This is an optimization exercise on Yosys and OpenROAD, whose aim is small area, a short achievable clock period and few clock cycles per item, not a production implementation.
The RTL was checked by simulation tests, not by an equivalence proof against the original design.
Power figures rest on the tool's default switching activity, not on a simulated workload.

==> flow/design.v <==
module butterfly_pipe_unit #(
    parameter int unsigned WIDTH         = 16,
    parameter int unsigned FRACTION_BITS = 14,
    parameter int unsigned TAG_WIDTH     = 5
) (
    input  logic                 CLK,
    input  logic                 RST,
    input  logic                 in_valid,
    output logic                 in_ready,
    input  logic [WIDTH-1:0]     in_1_real,
    input  logic [WIDTH-1:0]     in_1_imag,
    input  logic [WIDTH-1:0]     in_2_real,
    input  logic [WIDTH-1:0]     in_2_imag,
    input  logic [WIDTH-1:0]     twiddle_real,
    input  logic [WIDTH-1:0]     twiddle_imag,
    input  logic [TAG_WIDTH-1:0] in_tag,
    input  logic                 mode_inverse,
    input  logic                 scale_half,
    output logic                 out_valid,
    input  logic                 out_ready,
    output logic [WIDTH-1:0]     even_real,
    output logic [WIDTH-1:0]     even_imag,
    output logic [WIDTH-1:0]     odd_real,
    output logic [WIDTH-1:0]     odd_imag,
    output logic [TAG_WIDTH-1:0] out_tag,
    output logic                 ovf_flag,
    input  logic                 ovf_clear
);
    localparam int unsigned PW = 2 * WIDTH + 2;
    localparam int unsigned SW = WIDTH + 3;
    localparam logic [PW-1:0] RND = PW'(1) << (FRACTION_BITS - 1);
    function automatic logic [PW-1:0] sx(input logic [WIDTH:0] v);
        sx = {{(PW - WIDTH - 1){v[WIDTH]}}, v};
    endfunction
    function automatic logic [SW-1:0] round_shift(input logic [PW-1:0] p);
        logic [PW-1:0] r;
        r = p + RND;
        round_shift = r[FRACTION_BITS +: SW];
    endfunction
    function automatic logic [SW:0] combine(input logic [WIDTH-1:0] a, input logic [SW-1:0] p,
                                            input logic sub, input logic half);
        logic [SW-1:0] sum;
        logic [SW:0]   ext;
        sum = {{3{a[WIDTH-1]}}, a} + (sub ? (~p + SW'(1)) : p);
        ext = {sum[SW-1], sum};
        if (half) begin
            ext = $signed(ext + (SW + 1)'(1)) >>> 1;
        end
        combine = ext;
    endfunction
    function automatic logic [WIDTH:0] saturate(input logic [SW:0] x);
        logic [SW-WIDTH+1:0] top;
        top = x[SW:WIDTH-1];
        if (top == '0 || top == '1) begin
            saturate = {1'b0, x[WIDTH-1:0]};
        end else if (x[SW]) begin
            saturate = {2'b11, {(WIDTH - 1){1'b0}}};
        end else begin
            saturate = {2'b10, {(WIDTH - 1){1'b1}}};
        end
    endfunction
    logic adv;
    logic                 v1_q, v1_d;
    logic [WIDTH-1:0]     a1r_q, a1r_d, a1i_q, a1i_d, b1r_q, b1r_d, b1i_q, b1i_d, w1r_q, w1r_d;
    logic [WIDTH:0]       w1i_q, w1i_d;
    logic [TAG_WIDTH-1:0] tag1_q, tag1_d;
    logic                 half1_q, half1_d;
    logic                 v2_q, v2_d;
    logic [WIDTH-1:0]     a2r_q, a2r_d, a2i_q, a2i_d;
    logic [SW-1:0]        p2r_q, p2r_d, p2i_q, p2i_d;
    logic [TAG_WIDTH-1:0] tag2_q, tag2_d;
    logic                 half2_q, half2_d;
    logic                 ov_q, ov_d, ovf_q, ovf_d;
    logic [WIDTH-1:0]     er_q, er_d, ei_q, ei_d, or_q, or_d, oi_q, oi_d;
    logic [TAG_WIDTH-1:0] otag_q, otag_d;
    logic [WIDTH:0]       twi_ext;
    logic [PW-1:0]        pr_full, pi_full;
    logic [WIDTH:0]       er_s, ei_s, or_s, oi_s;
    logic                 sat_any;
    assign adv      = !ov_q || out_ready;
    assign in_ready = adv;
    assign twi_ext = {twiddle_imag[WIDTH-1], twiddle_imag};
    assign pr_full = sx({b1r_q[WIDTH-1], b1r_q}) * sx({w1r_q[WIDTH-1], w1r_q})
                   - sx({b1i_q[WIDTH-1], b1i_q}) * sx(w1i_q);
    assign pi_full = sx({b1r_q[WIDTH-1], b1r_q}) * sx(w1i_q)
                   + sx({b1i_q[WIDTH-1], b1i_q}) * sx({w1r_q[WIDTH-1], w1r_q});
    assign er_s    = saturate(combine(a2r_q, p2r_q, 1'b0, half2_q));
    assign ei_s    = saturate(combine(a2i_q, p2i_q, 1'b0, half2_q));
    assign or_s    = saturate(combine(a2r_q, p2r_q, 1'b1, half2_q));
    assign oi_s    = saturate(combine(a2i_q, p2i_q, 1'b1, half2_q));
    assign sat_any = er_s[WIDTH] | ei_s[WIDTH] | or_s[WIDTH] | oi_s[WIDTH];
    always_comb begin
        v1_d = v1_q;  a1r_d = a1r_q;  a1i_d = a1i_q;  b1r_d = b1r_q;  b1i_d = b1i_q;
        w1r_d = w1r_q;  w1i_d = w1i_q;  tag1_d = tag1_q;  half1_d = half1_q;
        v2_d = v2_q;  a2r_d = a2r_q;  a2i_d = a2i_q;  p2r_d = p2r_q;  p2i_d = p2i_q;
        tag2_d = tag2_q;  half2_d = half2_q;
        ov_d = ov_q;  er_d = er_q;  ei_d = ei_q;  or_d = or_q;  oi_d = oi_q;  otag_d = otag_q;
        if (adv) begin
            v1_d = in_valid;
            if (in_valid) begin
                a1r_d   = in_1_real;
                a1i_d   = in_1_imag;
                b1r_d   = in_2_real;
                b1i_d   = in_2_imag;
                w1r_d   = twiddle_real;
                w1i_d   = mode_inverse ? (~twi_ext + (WIDTH + 1)'(1)) : twi_ext;
                tag1_d  = in_tag;
                half1_d = scale_half;
            end
            v2_d = v1_q;
            if (v1_q) begin
                a2r_d   = a1r_q;
                a2i_d   = a1i_q;
                p2r_d   = round_shift(pr_full);
                p2i_d   = round_shift(pi_full);
                tag2_d  = tag1_q;
                half2_d = half1_q;
            end
            ov_d = v2_q;
            if (v2_q) begin
                er_d   = er_s[WIDTH-1:0];
                ei_d   = ei_s[WIDTH-1:0];
                or_d   = or_s[WIDTH-1:0];
                oi_d   = oi_s[WIDTH-1:0];
                otag_d = tag2_q;
            end
        end
        ovf_d = (ovf_q && !ovf_clear) || (adv && v2_q && sat_any);
    end
    always_ff @(posedge CLK) begin
        if (!RST) begin
            v1_q <= 1'b0;  a1r_q <= '0;  a1i_q <= '0;  b1r_q <= '0;  b1i_q <= '0;
            w1r_q <= '0;  w1i_q <= '0;  tag1_q <= '0;  half1_q <= 1'b0;
            v2_q <= 1'b0;  a2r_q <= '0;  a2i_q <= '0;  p2r_q <= '0;  p2i_q <= '0;
            tag2_q <= '0;  half2_q <= 1'b0;
            ov_q <= 1'b0;  er_q <= '0;  ei_q <= '0;  or_q <= '0;  oi_q <= '0;
            otag_q <= '0;  ovf_q <= 1'b0;
        end else begin
            v1_q <= v1_d;  a1r_q <= a1r_d;  a1i_q <= a1i_d;  b1r_q <= b1r_d;  b1i_q <= b1i_d;
            w1r_q <= w1r_d;  w1i_q <= w1i_d;  tag1_q <= tag1_d;  half1_q <= half1_d;
            v2_q <= v2_d;  a2r_q <= a2r_d;  a2i_q <= a2i_d;  p2r_q <= p2r_d;  p2i_q <= p2i_d;
            tag2_q <= tag2_d;  half2_q <= half2_d;
            ov_q <= ov_d;  er_q <= er_d;  ei_q <= ei_d;  or_q <= or_d;  oi_q <= oi_d;
            otag_q <= otag_d;  ovf_q <= ovf_d;
        end
    end
    assign out_valid = ov_q;
    assign even_real = er_q;
    assign even_imag = ei_q;
    assign odd_real  = or_q;
    assign odd_imag  = oi_q;
    assign out_tag   = otag_q;
    assign ovf_flag  = ovf_q;
endmodule
==> flow/run.sh <==
#!/bin/bash
# synth_recipe.tcl (not shown) runs the flow's synth.tcl, then flattens the netlist and writes it again
# the make line also repeats each setting of config.mk as NAME=value (left out here)
make -C /OpenROAD-flow-scripts/flow DESIGN_CONFIG=/design/flow/config.mk WORK_HOME=/design/flow/orfs CLKGATE_MAP_FILE= SYNTH_SCRIPT=/design/flow/synth_recipe.tcl finish
==> flow/config.mk <==
export PLATFORM = sky130hd
export DESIGN_NAME = butterfly_pipe_unit
export DESIGN_NICKNAME = butterfly_pipe_unit
export VERILOG_FILES = /design/flow/design.v
export SDC_FILE = /design/flow/constraint.sdc
export NUM_CORES = 4
export LEC_CHECK = 0
export CAP_MARGIN = 20
export CORE_MARGIN = 2
export CORE_UTILIZATION = 40
export SLEW_MARGIN = 20
==> flow/constraint.sdc <==
create_clock -name core_clock -period 10.0 [get_ports {CLK}]
set_input_delay 2.0000 -clock core_clock [delete_from_list [all_inputs] [get_ports {CLK}]]
set_output_delay 2.0000 -clock core_clock [all_outputs]
set_load 0.01 [all_outputs]
==> impl_metrics.ini <==
[worst_setup_path]
critPathMaxFanout = 20
cp.required_ns = 10.48
startpoint_type = flip-flop
critPathKind = flip-flop to flip-flop
critical_path.most_common_cell = fa_1
cp-end-kind = flip-flop
arrival_ns = 9.23
r2r-start = w1r_q[4]
slowest_delay_ns = 0.78
cp-startpoint = w1r_q[4]
cp_slowest_cell = a211oi_1

[route]
first_iter_violations = 2772
viasPerCell = 5.078
drc_errors = 0
drt-pass1-iter-count = 6
wl_um = 165100
antenna_left = 0
route.vias.total = 42290
avgRoutedWirePerCell_um = 19.83

[floorplan]
num_rows = 137
start_util_pct = 40.24
fp.dieH_um = 378.4
die_w_um = 378.4
die-area_um2 = 143200
core_um2 = 139400
pin_count = 180

[cells_and_area]
fillers = 13710
layoutNonFillerInstCount = 8327
drive_above_1_share_pct = 3.937
fin_nets = 8103
area_growth_syn_to_layout_pct = 8.969
fin_util_pct = 43.85
n_antenna_cell = 0

[pwr]
p_leak_nw = 28.97
power_mw = 12.58
power_density_nw_per_um2 = 205.8
vdd_drop_max_v = 0.0002594

[placement]
place_ws_ns = 1.254
port_buffers = 179
dp.cells = 8256
dp_hpwl_um = 137200
place.gp.congestion = 0.9328

[sta]
max_freq_ghz = 0.1144
worst_pin_slew_ns = 1.227
drv_slew = 0
fin_tns_setup_ns = 0
rsz0062_at_grt = no
fin_crit_ns = 8.743
clock_skew_ns = 0.02236
setup_violations = 0
relSlewSlack_pct = 18.09
finalCritPeriodShare_pct = 87.43
layout_setup_ws_ns = 1.257
report.final.hold_viol_count = 0

[status]
status = finished clean

[min_path]
min_from = half1_q
hold_class = flip-flop to flip-flop

[synth]
yosysWarnings = 1
avgSynthCellArea_um2 = 8.747
synth_flop_cell = dfxtp_1
yosysMostFrequentCell = inv_1
syn_inst = 6411
ys_seq_area_share_pct = 8.996
yosys.cell_types.count = 108
ys_top_cells_by_area = fa_1 (43%), inv_1 (9.2%), dfxtp_1 (9.0%), ha_1 (8.5%), nand2_1 (6.1%)
synth_nets = 8093
synth_top_cell_by_area = fa_1
ys_seq_elements = 252
synth-edff-count = 0
netlist.area_leader.share_pct = 42.66
synth_common_cells = inv_1 (1378), fa_1 (1195), nand2_1 (917), and2_1 (506), ha_1 (379)
synth.cell_area_um2 = 56080
async_flop_share_pct = 0

[clocking]
clockRootBuffer = clkbuf_16
cts.sinks = 252
clk_latency_ns = 0.61
clkTransAtPathRegs_ns = 0.07
cts_hold_buffers = 0
ctsResizeCount = 0
postCtsSetupBuffers = 0
cts-root-to-sink-buffers = 3
htreeDepth = 2
cts_made_buffers = 39
cts_tree = done

[grt]
grt.total_usage_pct = 23.63
antenna_found_initial = 7
grt-ovfl-total = 0
grt_pass1_vias = 45330
grt_max_degree = 76
grt_pass1_wl_um = 261200

[run]
drv_cap = 0
-- layer usage --
layer / vias up / share of wire [%] / track usage (%) / routed length (um)
met4: 6 / 3.3 / 7.179 / 5389
met5: - / 0.025 / 0 / 41
met1: 21450 / 43 / 30.76 / 70470
li1: 19400 / - / - / -
met3: 241 / 5.5 / 2.943 / 9115
met2: 1196 / 49 / 40.91 / 80070
-- final timing paths --
| kind | cells past startpoint | slack [ns] | endpoint |
|---|---|---|---|
| max | 25 | 1.26 | p2r_q[14] |
| max reg2reg | 25 | 1.26 | p2r_q[14] |
| min reg2reg | 2 | 0.44 | half2_q |
| min | 2 | 0.44 | half2_q |
-- cell families after synthesis --
family | share of synthesized area (%)
buf+inv | 11.58
xor+xnor | 2.312
flops | 8.996
mux | 0.2187
simple gates | 17.22
compound gates | 8.550
fa+ha+maj | 51.12
-- critical path, delay by kind of cell (launching register included) --
family,cells,cell delay (ns)
adders and majority gates,9,4.34
AOI/OAI and AO/OA,8,2.60
and+or+nand+nor,2,0.35
buffers and inverters,6,0.63
DFF,1,0.67
-- flip-flops by register name (all words and copies together) (netlist names), 5 cells and up --
name and flops:
p2r_q 19, ei_q 16, b1i_q 16, er_q 16
p2i_q 19, a2r_q 16, b1r_q 16, a2i_q 16
oi_q 16, a1i_q 16, or_q 16, tag2_q 5
tag1_q 5, w1r_q 16, a1r_q 16, otag_q 5
w1i_q 17
-- power by group --
| group | internal (mW) | total (mW) | switching, mW |
|---|---|---|---|
| logic | 4.04 | 9.85 | 5.80 |
| registers | 1.13 | 1.31 | 0.182 |
| clock network | 0.810 | 1.42 | 0.607 |
-- placed cells by master, fill, tap and decap left out, types with 14 or more instances in the layout --
cell             Yosys  final
nand3_1             74     74
clkbuf_16            0     40
a211oi_1            43     43
xor2_1              39     39
clkdlybuf4s50_1      0    178
a21oi_1            300    300
nand2b_1            40     40
inv_1             1378   1377
o21bai_1            15     15
dfxtp_1            252    251
nor2b_1             56     56
a22o_1              18     18
o21ai_0            114    114
o31ai_1             17     17
nor3_1              54     54
a211o_1             20     20
a21o_1              46     46
nand4_1             19     19
nand2_1            917    915
nor2_1             180    179
fa_1              1195   1195
ha_1               379    379
xnor2_1            104    104
and3_1              26     26
and2_1             506    504
or2_2               14     14
a31oi_1             16     16
buf_4                4    117
or3_1               24     24
-- cell type report --
type,count,area [um2],share of cell area (%)
Timing Repair Buffer,297,2685,4.394
Sequential cell,252,5049,8.262
Inverter,1380,5185,8.485
Multi-Input combinational cell,4451,44570,72.93
Tap cell,1876,2347,3.841
Clock buffer,50,1099,1.798
Clock inverter,21,177.7,0.2908
-- per-stage QoR --
step | hold slack (ns) | instance area (um2)
final | 0.4449 | 61110
after detailed placement | 0.4415 | 59830
after CTS | 0.4509 | 61110
after global routing | 0.4720 | 61110
after global placement | 0.4336 | 59830
after floorplan | 0.4321 | 56080
Testbench counts, summed over its fixed seeds: cycles 16,024, items 16,000.

[re-timing with driven ports]
In the flow no input, the clock included, has a driving cell. The finished layout below was timed again as built, in two steps.
Step 1, drivers: a clkbuf_16 drives CLK and a buf_2 each remaining input, both assumed.
Step 2, shift: input delay + t, output delay - t, t = (earliest + latest rising clock arrival at the registers) / 2. This alone moves slack from input paths to output paths.
a / b / c = ideal / step 1 / step 2; a / b = the first two.
t (ns): 0.671
setup WS [ns]: 1.257 / 1.257 / 1.257
pins driven straight from the clock port: 1
After both steps setup and hold are still met in this run. For this run, drivers alone change the setup slack by 0.000 ns; drivers and shift together by 0.000 ns.
